From an optimization exercise on the open Yosys and OpenROAD flow, aimed at small area and a short achievable clock period; shortcuts taken in it are not production practice.
Where RTL was checked, it was by simulation tests only, not by an equivalence proof against the original.
The clock input has no modelled driver; a real chip could not lean on it and would need a root buffer or a full tree.
Power and IR drop assume default switching activity.

==> flow/design.v (excerpt) <==
module core_top #(
  parameter int reset_pulse_cycles = 1048576
) (
  input  logic                          clk_74a,
  input  logic                          pll_core_locked,
  input  logic [core_pkg::bridge_w-1:0] bridge_addr,
  input  logic                          bridge_wr,
  input  logic [core_pkg::bridge_w-1:0] bridge_wr_data,
  input  logic [31:0]                   cont1_joy,
  input  logic [core_pkg::bridge_w-1:0] rtc_date,
  input  logic [core_pkg::bridge_w-1:0] rtc_time,
  input  logic [core_pkg::rgb_w-1:0]    rgb_in,
  input  logic                          de_in,
  input  logic                          vs_in,
  input  logic [core_pkg::chan_w-1:0]   snap_index,
  output logic                          core_reset,
  output logic [core_pkg::chan_w-1:0]   stick_x,
  output logic [core_pkg::chan_w-1:0]   stick_y,
  output logic [23:0]                   video_rgb,
  output logic                          video_de,
  output logic [core_pkg::rtc_w-1:0]    rtc_word
);
  logic [core_pkg::chan_w-1:0] deadzone;
  ...
Size: about 990 cells after synthesis, roughly 300 I/O pins, about 0.0093 mm² of cells after synthesis.
Settings: LEC_CHECK=0, CAP_MARGIN=20, CORE_MARGIN=2, CORE_UTILIZATION=40, SLEW_MARGIN=20, TNS_END_PERCENT=0; clock period 18.0 ns.
standard.sh (not shown) runs the stock make flow with config.mk's settings and CLKGATE_MAP_FILE= SYNTH_SCRIPT=/design/flow/synth_recipe.tcl, a recipe that flattens the netlist after the stock synthesis.
==> flow/flow/run.sh <==
#!/bin/bash
# The standard layout (standard.sh), with these changes to how it is made:
# - the ports get the smallest buffer (buf_1) instead of the delay buffer
#   buffer_ports picks by itself;
# - after synthesis, polar.py removes inverters between adder cells by
#   flipping full adders (a full adder is self-dual), without touching the
#   registers or changing the logic function;
# - after global placement, the gate that makes core_reset gets its own
#   buffer on pll_core_locked (clone_reset_buf.tcl), apart from the reset tree;
# - after clock tree synthesis, its 17-buffer H-tree is replaced by a root
#   buffer and leaf buffers over equal-size k-means groups of the registers, as many
#   groups (from 8) as keep the estimated clock-pin slew under 95 ps
#   (post_cts.tcl, manual_cts.tcl);
# - the constant outputs share the tie cells synthesis made, instead of one
#   tie cell per output (SKIP_REPAIR_TIE_FANOUT).
# The constraints (constraint.sdc) and everything else are the standard flow's.
set -eo pipefail
export BUFFER_PORTS_ARGS="-buffer_cell sky130_fd_sc_hd__buf_1"
export SETUP_SLACK_MARGIN=10.5
export SKIP_REPAIR_TIE_FANOUT=1
export CTS_ARGS="-sink_clustering_enable -repair_clock_nets -buf_list sky130_fd_sc_hd__clkbuf_8 -dont_use_dummy_load"
export POST_CTS_TCL=$PWD/flow/post_cts.tcl
export MCTS_LEAVES=8
export MCTS_SLEW_TARGET=0.095
export MCTS_LEAF=sky130_fd_sc_hd__clkbuf_8
export MCTS_ROOT=sky130_fd_sc_hd__clkbuf_8
RES=$PWD/orfs/results/sky130hd/core_top/base
bash standard.sh $RES/1_2_yosys.v 2>&1 | tee standard_0.log
python3 flow/polar.py $RES/1_2_yosys.v $RES/1_2_yosys.v 2>&1 | tee polar.log
bash standard.sh $RES/3_3_place_gp.odb 2>&1 | tee standard_1.log
CLONE_ODB=$RES/3_3_place_gp.odb openroad -no_init -exit flow/clone_reset_buf.tcl 2>&1 | tee clone.log
bash standard.sh 2>&1 | tee standard_2.log
Other scripts of this flow, unchanged in this note and not shown: flow/flow/clone_reset_buf.tcl, flow/flow/manual_cts.tcl, flow/flow/polar.py, flow/flow/post_cts.tcl
The starting point finished clean.
Then changed:
--- a/flow/design.v
+++ b/flow/design.v
@@ -31,19 +31,19 @@
 module core_settings_regs #(
   parameter int reset_pulse_cycles = 1048576
 ) (
   input  logic                          clk_74a,
   input  logic                          pll_core_locked,
   input  logic                          bridge_wr,
   input  logic [core_pkg::bridge_w-1:0] bridge_addr,
   input  logic [core_pkg::bridge_w-1:0] bridge_wr_data,
   output logic                          core_reset,
-  output logic [core_pkg::chan_w-1:0]   deadzone,
+  output logic [core_pkg::chan_w-1:0]   deadzone_n,
   output logic [core_pkg::chan_w-1:0]   strength,
   output logic                          square_pixels
 );
   localparam logic [19:0] pulse_start = 20'h00001;
   localparam logic [19:0] pulse_last  = 20'h80000;
   logic [19:0] pulse_lfsr;
   logic        pulse_active;
   always_ff @(posedge clk_74a or negedge pll_core_locked) begin
     if (!pll_core_locked) begin
@@ -241,57 +241,57 @@
   wire st_21 = (st_7 & st_8) | (st_7 & st_19) | (st_8 & st_19);
   wire st_22 = st_9 ^ bridge_wr_data[5] ^ st_21;
   wire st_23 = (st_9 & bridge_wr_data[5]) | (st_9 & st_21) | (bridge_wr_data[5] & st_21);
   wire st_24 = bridge_wr_data[6] ^ 1'b0 ^ st_23;
   wire st_25 = (bridge_wr_data[6] & 1'b0) | (bridge_wr_data[6] & st_23) | (1'b0 & st_23);
   assign strength_raw  = {st_24, st_22, st_20, st_18, st_16, st_14, st_12, st_10};
   assign strength_next = strength_raw | {8{bridge_wr_data[7:0] >= 8'd100}};
   always_ff @(posedge clk_74a or negedge pll_core_locked) begin
     if (!pll_core_locked) begin
-      deadzone      <= '0;
+      deadzone_n    <= '1;
       strength      <= '0;
       square_pixels <= 1'b0;
     end else if (bridge_wr) begin
       case (bridge_addr)
         core_pkg::addr_deadzone: begin
-          deadzone <= bridge_wr_data[core_pkg::chan_w-1:0];
+          deadzone_n <= ~bridge_wr_data[core_pkg::chan_w-1:0];
         end
         core_pkg::addr_color_corr: begin
           strength <= strength_next;
         end
         core_pkg::addr_square_pixels: begin
           square_pixels <= bridge_wr_data[0];
         end
         default: begin
         end
       endcase
     end
   end
 endmodule
 module stick_deadzone (
   input  logic                        clk_74a,
   input  logic                        pll_core_locked,
   input  logic [core_pkg::chan_w-1:0] joy_x,
   input  logic [core_pkg::chan_w-1:0] joy_y,
-  input  logic [core_pkg::chan_w-1:0] deadzone,
+  input  logic [core_pkg::chan_w-1:0] deadzone_n,
   output logic [core_pkg::chan_w-1:0] stick_x,
   output logic [core_pkg::chan_w-1:0] stick_y
 );
   logic [6:0] ux;
   logic [6:0] uy;
   logic [7:0] sum_s;
   logic [7:0] sum_c;
   logic       ny;
   logic       outside;
   assign ux = joy_x[6:0] ^ {7{~joy_x[7]}};
   assign uy = joy_y[6:0] ^ {7{~joy_y[7]}};
-  assign sum_s = {~deadzone[7], ux ^ uy ^ ~deadzone[6:0]};
-  assign sum_c = {(ux & uy) | (ux & ~deadzone[6:0]) | (uy & ~deadzone[6:0]), ~joy_x[7]};
+  assign sum_s = {deadzone_n[7], ux ^ uy ^ deadzone_n[6:0]};
+  assign sum_c = {(ux & uy) | (ux & deadzone_n[6:0]) | (uy & deadzone_n[6:0]), ~joy_x[7]};
   assign ny    = ~joy_y[7];
   wire dz_0 = (sum_s[0] & sum_c[0]) | ((sum_s[0] | sum_c[0]) & ny);
   wire dz_1 = (sum_s[1] & sum_c[1]) | ((sum_s[1] | sum_c[1]) & dz_0);
   wire dz_2 = (sum_s[2] & sum_c[2]) | ((sum_s[2] | sum_c[2]) & dz_1);
   wire dz_3 = (sum_s[3] & sum_c[3]) | ((sum_s[3] | sum_c[3]) & dz_2);
   wire dz_4 = (sum_s[4] & sum_c[4]) | ((sum_s[4] | sum_c[4]) & dz_3);
   wire dz_5 = (sum_s[5] & sum_c[5]) | ((sum_s[5] | sum_c[5]) & dz_4);
   wire dz_6 = (sum_s[6] & sum_c[6]) | ((sum_s[6] | sum_c[6]) & dz_5);
   wire dz_7 = (sum_s[7] & sum_c[7]) | ((sum_s[7] | sum_c[7]) & dz_6);
@@ -998,40 +998,40 @@
   input  logic                          vs_in,
   input  logic [core_pkg::chan_w-1:0]   snap_index,
   output logic                          core_reset,
   output logic [core_pkg::chan_w-1:0]   stick_x,
   output logic [core_pkg::chan_w-1:0]   stick_y,
   output logic [23:0]                   video_rgb,
   output logic                          video_de,
   output logic [core_pkg::rtc_w-1:0]    rtc_word
 );
-  logic [core_pkg::chan_w-1:0] deadzone;
+  logic [core_pkg::chan_w-1:0] deadzone_n;
   logic [core_pkg::chan_w-1:0] strength;
   logic                        square_pixels;
   core_settings_regs #(
     .reset_pulse_cycles(reset_pulse_cycles)
   ) i_settings (
     .clk_74a        (clk_74a),
     .pll_core_locked(pll_core_locked),
     .bridge_wr      (bridge_wr),
     .bridge_addr    (bridge_addr),
     .bridge_wr_data (bridge_wr_data),
     .core_reset     (core_reset),
-    .deadzone       (deadzone),
+    .deadzone_n     (deadzone_n),
     .strength       (strength),
     .square_pixels  (square_pixels)
   );
   stick_deadzone i_stick (
     .clk_74a        (clk_74a),
     .pll_core_locked(pll_core_locked),
     .joy_x          (cont1_joy[7:0]),
     .joy_y          (cont1_joy[15:8]),
-    .deadzone       (deadzone),
+    .deadzone_n     (deadzone_n),
     .stick_x        (stick_x),
     .stick_y        (stick_y)
   );
   color_correct i_color (
     .clk_74a        (clk_74a),
     .pll_core_locked(pll_core_locked),
     .rgb_in         (rgb_in),
     .de_in          (de_in),
     .vs_in          (vs_in),
Result: The new run completed with no timing, DRC or antenna violations; routed wire length grows by 2.7%; synthesized cell count grows by about 0.6%; cell area grows by about 1.1%; global-route usage grows by 0.31 points; setup slack gets worse by 12 ps; register-to-register slack gets worse by 20 ps; clock power is about the same; die area grows by 2.0%; synthesized area grows by 2.0%; final cell count grows by about 0.6%; total power grows by 3.2%.
Only the layout flow was run in the second run of this note; the RTL was not checked for function there. In every run of this note, the design's own scripts or RTL, not TritonCTS, make the clock network.

==> separate check: timing with driven ports <==
Ports are ideal in the flow. The routed layouts listed here were re-timed in OpenROAD. Step 1, drivers: a clkbuf_16 drives clk_74a and a buf_2 each remaining input, both assumed. Step 2 adds t to the input delays and takes it off the output delays; t is the mean of the earliest and latest rising clock arrival at the registers after step 1. Input paths then give back, and output paths get back, about the clock's delay inside the block. a / b / c = ideal / step 1 / step 2; a / b = the first two.
run	t, ns	setup slack, ns	worst register clock-pin slew, ns
the first run	0.424	10.460 / 10.425 / 10.105	0.09 / 0.09
the second run	0.433	10.448 / 10.428 / 9.995	0.09 / 0.09
After both steps every run listed still meets setup and hold. For the second run, which loses most, drivers alone change the setup slack by -0.020 ns; drivers and shift together by -0.453 ns.
